Source: an optimization exercise on an open RTL-to-GDS flow (aim: small area, a short achievable clock period and few clock cycles per item). Production flows keep margins and buffers that such runs may drop. RTL that was checked went through simulation tests only; none was proved equivalent to the original. Power is estimated from default activity; no workload was simulated.

// lc4_pipe_top
module lc4_pipe_top (
    input  logic        gwe,
    input  logic        i_rst,
    output logic [15:0] o_pc,
    input  logic [15:0] i_insn,
    output logic [15:0] o_dmem_addr,
    output logic        o_dmem_we,
    output logic [15:0] o_dmem_wdata,
    input  logic [15:0] i_dmem_rdata,
    output logic        o_wb_valid,
    output logic [15:0] o_wb_pc,
    output logic [15:0] o_wb_insn,
    output logic        o_wb_we,
    output logic [2:0]  o_wb_rd,
    output logic [15:0] o_wb_data
);
Settings: LEC_CHECK=0, ABC_AREA=1, CAP_MARGIN=20, CORE_MARGIN=2, CORE_UTILIZATION=40, SETUP_SLACK_MARGIN=5, SLEW_MARGIN=20, TNS_END_PERCENT=0; clock period 9.0 ns.
standard.sh (not shown) runs the stock make flow with config.mk's settings and CLKGATE_MAP_FILE= SYNTH_SCRIPT=/design/flow/synth_recipe.tcl, a recipe that flattens the netlist after the stock synthesis.
==> flow/flow/run.sh <==
#!/bin/bash
# The standard layout, with every input and output port buffered by a
# plain buffer (buf_2) instead of the default delay-cell buffer.
set -euo pipefail
export BUFFER_PORTS_ARGS="-buffer_cell sky130_fd_sc_hd__buf_2"
bash standard.sh > standard.log 2>&1
Then changed:
--- a/flow/design.v
+++ b/flow/design.v
@@ -394,32 +394,30 @@
     logic [3:0]  f_op;
     logic        f_arith, f_logic, f_str, f_hic, f_uses_a, f_uses_b;
     logic [2:0]  f_a_idx;
     assign f_op     = f_insn[15:12];
     assign f_arith  = (f_op == 4'b0001);
     assign f_logic  = (f_op == 4'b0101);
     assign f_str    = (f_op == 4'b0111);
     assign f_hic    = (f_op == 4'b1101);
     assign f_a_idx  = f_insn[8:6];
     assign f_uses_a = f_arith || f_logic || (f_op == 4'b0110) || f_str || (f_op == 4'b1010);
     assign f_uses_b = ((f_arith || f_logic) && !f_insn[5]) || f_str || f_hic;
-    logic rst_q;
-    always_ff @(posedge gwe) rst_q <= i_rst;
     logic [15:0] regs [8];
     logic [15:0] rf_wd, f_a, f_b;
     logic        w_wr;
     assign w_wr  = w_valid && w_we;
-    assign rf_wd = rst_q ? 16'd0 : w_data;
+    assign rf_wd = i_rst ? 16'd0 : w_data;
     always_ff @(posedge gwe) begin
         for (int i = 0; i < 8; i++) begin
-            if (rst_q || (w_wr && w_insn[11:9] == 3'(i))) regs[i] <= rf_wd;
+            if (i_rst || (w_wr && w_insn[11:9] == 3'(i))) regs[i] <= rf_wd;
         end
     end
     assign f_a = (w_wr && w_insn[11:9] == f_a_idx) ? w_data : regs[f_a_idx];
     assign f_b = (w_wr && w_insn[11:9] == f_b_idx) ? w_data : regs[f_b_idx];
     logic [3:0] op;
     logic       op_arith, op_logic, op_ldr, op_str, op_shift, x_we, x_fwd, x_mul;
     assign op       = x_insn[15:12];
     assign op_arith = (op == 4'b0001);
     assign op_logic = (op == 4'b0101);
     assign op_ldr   = (op == 4'b0110);
     assign op_str   = (op == 4'b0111);
The new run went through all stages and came out clean; global-route usage barely changes; routed wire length hardly moves; total power fell by 2.0%; clock skew barely changes; synthesized cell count fell by 0.44%; design area is about the same; sequential power fell by about 2%; die area fell by 0.33%; maximum frequency rose by 1.3%; via count barely changes; register-to-register slack is better by 0.07 ns; clock-buffer cell count rose by 1; worst hold slack is better by 0.0061 ns; sequential share of layout area stays flat.
No functional check of the RTL was part of any run of this note.

========
lc4_pipe_top, a different RTL version from the one above (not shown whole).
For scale: ~2800 cells after synthesis, ~360 flip-flops.
export LEC_CHECK = 0
export ABC_AREA = 1
export CAP_MARGIN = 20
export CORE_MARGIN = 2
export CORE_UTILIZATION = 40
export SLEW_MARGIN = 20
export TNS_END_PERCENT = 0
create_clock -name core_clock -period 9.0 [get_ports {gwe}]
==> flow/flow/run.sh <==
#!/bin/bash
# The standard layout, with these changes:
#  - every input and output port is buffered by a plain buffer (buf_2)
#    instead of the default delay-cell buffer;
#  - clock tree synthesis clusters up to 20 flip-flops per leaf buffer and
#    adds no dummy loads;
#  - timing repair aims for 6 ns of setup slack (a 3 ns period) on the
#    worst path; the clock and constraints are unchanged.
set -euo pipefail
export BUFFER_PORTS_ARGS="-buffer_cell sky130_fd_sc_hd__buf_2"
export CTS_ARGS="-sink_clustering_enable -repair_clock_nets -sink_clustering_size 20 -sink_clustering_max_diameter 100 -dont_use_dummy_load"
export SETUP_SLACK_MARGIN=6
bash standard.sh > standard.log 2>&1
Next try:
--- a/flow/design.v
+++ b/flow/design.v
@@ -228,23 +228,23 @@
     output logic [2:0]  o_wb_rd,
     output logic [15:0] o_wb_data
 );
     logic        stall;                        
     logic [15:0] pc;
     logic        f_valid;
     logic [15:0] f_insn;
     logic [2:0]  f_b_idx;                      
     logic        f_sub;
     logic        x_valid;
-    logic [15:0] x_insn, xa, xb;                 
+    logic [15:0] x_insn, xa, xb;
     logic        x_am, x_aw;                   
-    logic        x_bm_a, x_bw_a, x_bm_p, x_bw_p, x_bm;
+    logic        x_bm, x_bw;
     logic        x_sld;                        
     logic        x_sub, x_imm, x_imm_s;        
     logic        x_s_sum, x_s_log, x_s_imm9, x_s_sh, x_s_hic;
     logic        m_valid, m_we, m_ld, m_st, m_mul, m_busy;
     logic [15:0] m_insn, m_res, m_b;
     logic        w_valid, w_we;
     logic [15:0] w_insn, w_data, w_pc;
     always_ff @(posedge gwe) begin
         if (i_rst) begin
             pc      <= 16'h8200;
@@ -293,92 +293,79 @@
     assign op_arith = (op == 4'b0001);
     assign op_logic = (op == 4'b0101);
     assign op_ldr   = (op == 4'b0110);
     assign op_str   = (op == 4'b0111);
     assign op_shift = (op == 4'b1010);
     assign x_we  = op_arith ? (x_insn[5] || !(x_insn[4] && x_insn[3])) :
                    op_shift ? !(x_insn[5] && x_insn[4]) :
                    (op_logic || op_ldr || op == 4'b1001 || op == 4'b1101);
     assign x_fwd = x_valid && x_we && !op_ldr;
     assign x_mul = op_arith && x_insn[5:3] == 3'b001;
-    logic [15:0] a, b, opbx;
+    logic [15:0] a, b;
     logic [15:0] mt_r0, mt_r1, mt_r2, m_ma, m_c;
-    logic        f_am, f_bm, f_ub_add, f_ub_pl, f_bw;
-    assign f_ub_add = f_arith && !f_insn[5] && !f_insn[3];
-    assign f_ub_pl  = f_uses_b && !f_ub_add;
-    assign f_bw     = !f_bm && m_valid && m_we && m_insn[11:9] == f_b_idx;
+    logic        f_am, f_bm;
     assign f_am  = x_fwd && x_insn[11:9] == f_a_idx;
     assign f_bm  = x_fwd && x_insn[11:9] == f_b_idx;
     always_ff @(posedge gwe) begin
         if (i_rst)       x_valid <= 1'b0;
         else if (!stall) x_valid <= f_valid;
     end
     always_ff @(posedge gwe) begin
         if (m_busy) begin
             xa     <= a;
-            xb     <= (x_bm_a || x_bw_a) ? opbx : b;
+            xb     <= b;
             x_aw   <= 1'b0;
-            x_bw_a <= 1'b0;
-            x_bw_p <= 1'b0;
+            x_bw   <= 1'b0;
             x_sld  <= 1'b0;
         end else if (stall) begin
             xa     <= a;
-            xb     <= (x_bm_a || x_bw_a) ? opbx : b;
+            xb     <= b;
             x_am   <= 1'b0;
-            x_bm_a <= 1'b0;
-            x_bm_p <= 1'b0;
+            x_bm   <= 1'b0;
             x_aw   <= x_am;
-            x_bw_a <= x_bm_a;
-            x_bw_p <= x_bm_p;
+            x_bw   <= x_bm;
             x_sld  <= 1'b0;
         end else begin
             x_insn  <= f_insn;
             xa      <= f_a;
-            xb      <= f_b ^ {16{f_sub}};
+            xb      <= f_b;
             x_am    <= f_uses_a && f_am;
-            x_bm_a  <= f_ub_add && f_bm;
-            x_bm_p  <= f_ub_pl && f_bm;
+            x_bm    <= f_uses_b && f_bm;
             x_sld   <= f_str && x_valid && op_ldr && x_insn[11:9] == f_insn[11:9];
             x_aw    <= f_uses_a && !f_am && m_valid && m_we && m_insn[11:9] == f_a_idx;
-            x_bw_a  <= f_ub_add && f_bw;
-            x_bw_p  <= f_ub_pl && f_bw;
+            x_bw    <= f_uses_b && !f_bm && m_valid && m_we && m_insn[11:9] == f_b_idx;
             x_sub   <= f_sub;
             x_imm   <= (f_arith && f_insn[5]) || f_op == 4'b0110 || f_str;
             x_imm_s <= (f_op == 4'b0110 || f_str) ? f_insn[5] : f_insn[4];
             x_s_sum  <= (f_arith && f_insn[5:3] != 3'b001) || f_op == 4'b0110 || f_str;
             x_s_log  <= f_logic;
             x_s_imm9 <= f_op == 4'b1001;
             x_s_sh   <= f_op == 4'b1010;
             x_s_hic  <= f_hic;
         end
     end
-    logic [15:0] sx;
-    logic        x_ar, x_br_a, x_br_p;
+    logic        x_ar, x_br;
     assign x_ar = !(x_am || x_aw);
-    assign x_br_a = !(x_bm_a || x_bw_a);
-    assign x_br_p = !(x_bm_p || x_bw_p);
-    assign x_bm   = x_bm_a || x_bm_p;
-    assign sx   = {16{x_sub}};
+    assign x_br = !(x_bm || x_bw);
     assign a    = ({16{x_am}} & m_res) | ({16{x_aw}} & w_data) | ({16{x_ar}} & xa);
-    assign b    = ({16{x_bm_p}} & m_res) | ({16{x_bw_p}} & w_data) | ({16{x_br_p}} & xb);
-    assign opbx = ({16{x_bm_a}} & (m_res ^ sx)) | ({16{x_bw_a}} & (w_data ^ sx)) | ({16{x_br_a}} & xb);
+    assign b    = ({16{x_bm}} & m_res) | ({16{x_bw}} & w_data) | ({16{x_br}} & xb);
     logic stall_next;
     assign stall_next = m_busy ? (x_am || x_bm) : !stall && x_valid && x_mul;
     always_ff @(posedge gwe) begin
         if (i_rst) stall <= 1'b0;
         else       stall <= stall_next;
     end
     logic [15:0] imm5, imm9, opb, sum;
     logic [16:0] sum17;
     assign imm5  = {{11{x_insn[4]}}, x_insn[4:0]};
     assign imm9  = {{7{x_insn[8]}}, x_insn[8:0]};
-    assign opb   = x_imm ? {{11{x_imm_s}}, x_insn[4:0]} : opbx;
+    assign opb   = x_imm ? {{11{x_imm_s}}, x_insn[4:0]} : b ^ {16{x_sub}};
     assign sum17 = {a, 1'b1} + {opb, x_sub};
     assign sum   = sum17[16:1];
     logic [15:0] sh_in, sh_r, sh_out;
     logic        sh_left;
     assign sh_left = !x_insn[5] && !x_insn[4];
     always_comb begin
         for (int i = 0; i < 16; i++) sh_in[i] = sh_left ? a[15-i] : a[i];
     end
     assign sh_r = 16'($signed({x_insn[4] & a[15], sh_in}) >>> x_insn[3:0]);
     always_comb begin
Outcome: Clock skew climbs by 48 ps; power climbs by about 0.7%; design area drops by 1.6%; area after synthesis drops by about 4%; setup slack gets better by 53 ps; sequential power drops by about 2%; die area drops by 3.9%.
Testbench counts after the change, summed over its fixed seeds: cycles 16,944, instructions 16,000.
No functional check of the RTL was part of the first run of this note.

==> what the ideal ports hide <==
How much do the figures lean on ideal ports? The routed layouts below were timed once more, with nothing changed but the port constraints. Step 1 (the two cells are an assumption about what drives the block):
set clk [get_ports {gwe}]
set_driving_cell -lib_cell sky130_fd_sc_hd__clkbuf_16 $clk
set_driving_cell -lib_cell sky130_fd_sc_hd__buf_2 [delete_from_list [all_inputs] $clk]
Step 2 times the ports against the registers' clock, not the clock port: input delays grow and output delays shrink by t, the midpoint of the rising clock arrivals with the driver on. Slacks: no drivers / after step 1 / after step 2; pairs: no drivers / after step 1.
| run | t, ns | setup slack, ns | latest minus earliest clock arrival (ns) | worst register clock-pin slew, ns | cell pins on the clock port's net |
|---|---|---|---|---|---|
| the first run of note 1 | 0.661 | 5.068 / 5.005 / 5.306 | 0.038 / 0.038 | 0.07 / 0.07 | 1 |
| the second run of note 1 | 0.659 | 5.119 / 5.054 / 4.880 | 0.037 / 0.037 | 0.07 / 0.07 | 1 |
| the first run of note 2 | 0.621 | 5.743 / 5.680 / 5.629 | 0.052 / 0.053 | 0.10 / 0.10 | 1 |
| the second run of note 2 | 0.610 | 5.796 / 5.734 / 5.853 | 0.100 / 0.100 | 0.10 / 0.10 | 1 |
After both steps every run listed still meets setup and hold. The setup slack of the second run of note 1, which loses most, moves by -0.065 ns with the drivers and by -0.239 ns with both steps.
